Background: an optimization exercise with open tools, aiming at small area, a short achievable clock period and few clock cycles per item. Do not read the settings as production practice. Power and IR drop assume default switching activity.

== red ==
## mem_ctrl_top
module mem_ctrl_top #(
	parameter int REQ_DEPTH  = 4,
	parameter int RESP_DEPTH = 4
) (
	input  logic                          clk,
	input  logic                          rst,
	input  mem_ctrl_pkg::mem_req_t        req_i,
	input  logic                          req_wr_i,
	output logic                          req_full_o,
	output mem_ctrl_pkg::mem_resp_t       resp_o,
	output logic                          resp_valid_o,
	input  logic                          resp_rd_i,
	output mem_ctrl_pkg::bus_req_t        bus_o,
	input  logic                          ack_i,
	input  logic [mem_ctrl_pkg::DWID-1:0] dat_i
);
==> flow/config.mk <==
export PLATFORM = sky130hd
export DESIGN_NAME = mem_ctrl_top
export DESIGN_NICKNAME = mem_ctrl_top
export VERILOG_FILES = /design/flow/design.v
export SDC_FILE = /design/flow/constraint.sdc
export NUM_CORES = 4
export LEC_CHECK = 0
export CAP_MARGIN = 20
export CORE_MARGIN = 2
export CORE_UTILIZATION = 40
export SETUP_SLACK_MARGIN = 0
export SLEW_MARGIN = 20
==> flow/constraint.sdc <==
create_clock -name core_clock -period 4.0 [get_ports {clk}]
set_input_delay 0.8000 -clock core_clock [delete_from_list [all_inputs] [get_ports {clk}]]
set_output_delay 0.8000 -clock core_clock [all_outputs]
set_load 0.01 [all_outputs]
standard.sh (not shown) runs the stock make flow with config.mk's settings and CLKGATE_MAP_FILE= SYNTH_SCRIPT=/design/flow/synth_recipe.tcl, a recipe that flattens the netlist after the stock synthesis.
==> flow/flow/run.sh <==
#!/bin/bash
# standard layout, with plain buf_1 cells as the port buffers instead of the
# default delay buffers; each step's own log is kept by ORFS under orfs/logs
set -euo pipefail
export BUFFER_PORTS_ARGS="-buffer_cell sky130_fd_sc_hd__buf_1"
bash standard.sh MATCH_CELL_FOOTPRINT=0 finish > standard_make.log 2>&1
red finished end to end and its layout was clean on timing, DRC and antenna.
Relative to red, the following input files were edited for blue:
# red
export LEC_CHECK = 0
export CAP_MARGIN = 20
export CORE_MARGIN = 2
export CORE_UTILIZATION = 40
export SETUP_SLACK_MARGIN = 0
export SLEW_MARGIN = 20
create_clock -name core_clock -period 4.0 [get_ports {clk}]
# blue
export LEC_CHECK = 0
export ABC_CLOCK_PERIOD_IN_PS = 1000
export CAP_MARGIN = 20
export CORE_MARGIN = 2
export CORE_UTILIZATION = 40
export SETUP_SLACK_MARGIN = 1.8
export SLEW_MARGIN = 20
create_clock -name core_clock -period 4.0 [get_ports {clk}]
--- outcome ---
- Compared to red, blue has number of buffers outside the clock class in the layout 26% higher.
- Higher sequential share of layout area was reported by red, not blue.
- In the tables for red and blue, post-detailed-placement cell area reads higher with blue.
[inputs] green vs blue
# blue
export LEC_CHECK = 0
export ABC_CLOCK_PERIOD_IN_PS = 1000
export CAP_MARGIN = 20
export CORE_MARGIN = 2
export CORE_UTILIZATION = 40
export SETUP_SLACK_MARGIN = 1.8
export SLEW_MARGIN = 20
create_clock -name core_clock -period 4.0 [get_ports {clk}]
# green
export LEC_CHECK = 0
export CAP_MARGIN = 20
export CORE_MARGIN = 2
export CORE_UTILIZATION = 40
export SETUP_SLACK_MARGIN = 1.8
export SLEW_MARGIN = 20
create_clock -name core_clock -period 4.0 [get_ports {clk}]
==> flow/flow/run.sh <==
#!/bin/bash
# standard layout, with plain buf_1 cells as the port buffers instead of the
# default delay buffers, and adders left to abc instead of the adder cells;
# make's output goes to standard_make.log, each step's log to orfs/logs
set -euo pipefail
export BUFFER_PORTS_ARGS="-buffer_cell sky130_fd_sc_hd__buf_1"
bash standard.sh MATCH_CELL_FOOTPRINT=0 ADDER_MAP_FILE= finish > standard_make.log 2>&1
## What came out
- Fraction of the yosys area taken by sequential cells down 0.73 points in green wrt blue
- Sort blue and green by multi-input combinational area share, ascending, and green comes first.
- Share of cell area taken by flip-flops and latches was higher in green than in blue.
- Per the final summary, green finished and its layout is clean on timing, DRC and antenna.
- green vs blue, timing startpoint of the critical path: req_i[81] vs req_i[65]
- Summary of green over blue: final wirelength decreased by about 4.3% relative to the old numbers, count of plain and timing-repair buffers in the layout increased by 3.9% relative to the old numbers, power density over the cells increased by 1.0% relative to the old numbers, total of fill cells in the finished design increased by 154 relative to the old numbers.
Function was not checked in any run of this note: the RTL went through the layout flow alone.

==> port drivers added, routing unchanged <==
The flow's constraints put no driver on any port. The routed layouts listed below were extracted and timed again, unchanged, in two steps. Step 1, drivers: a clkbuf_16 drives clk and a buf_2 each remaining input, both assumed. Step 2 times the ports against the registers' clock, not the clock port: input delays grow and output delays shrink by t, the midpoint of the rising clock arrivals with the driver on. Three values: no drivers, after step 1, after step 2; two values: the first two.
| run | t, ns | slack for setup (ns) | slew at the worst register clock pin (ns) | worst slew at a driven data input, ns |
|---|---|---|---|---|
| red | 0.635 | 0.709 / 0.653 / 0.289 | 0.06 / 0.06 | 0.09 |
| blue | 0.625 | 1.179 / 1.205 / 0.581 | 0.06 / 0.06 | 0.09 |
| green | 0.641 | 0.738 / 0.759 / 0.119 | 0.06 / 0.06 | 0.11 |
After both steps every run listed still meets setup and hold. For green, which loses most, drivers alone change the setup slack by +0.021 ns; drivers and shift together by -0.619 ns.
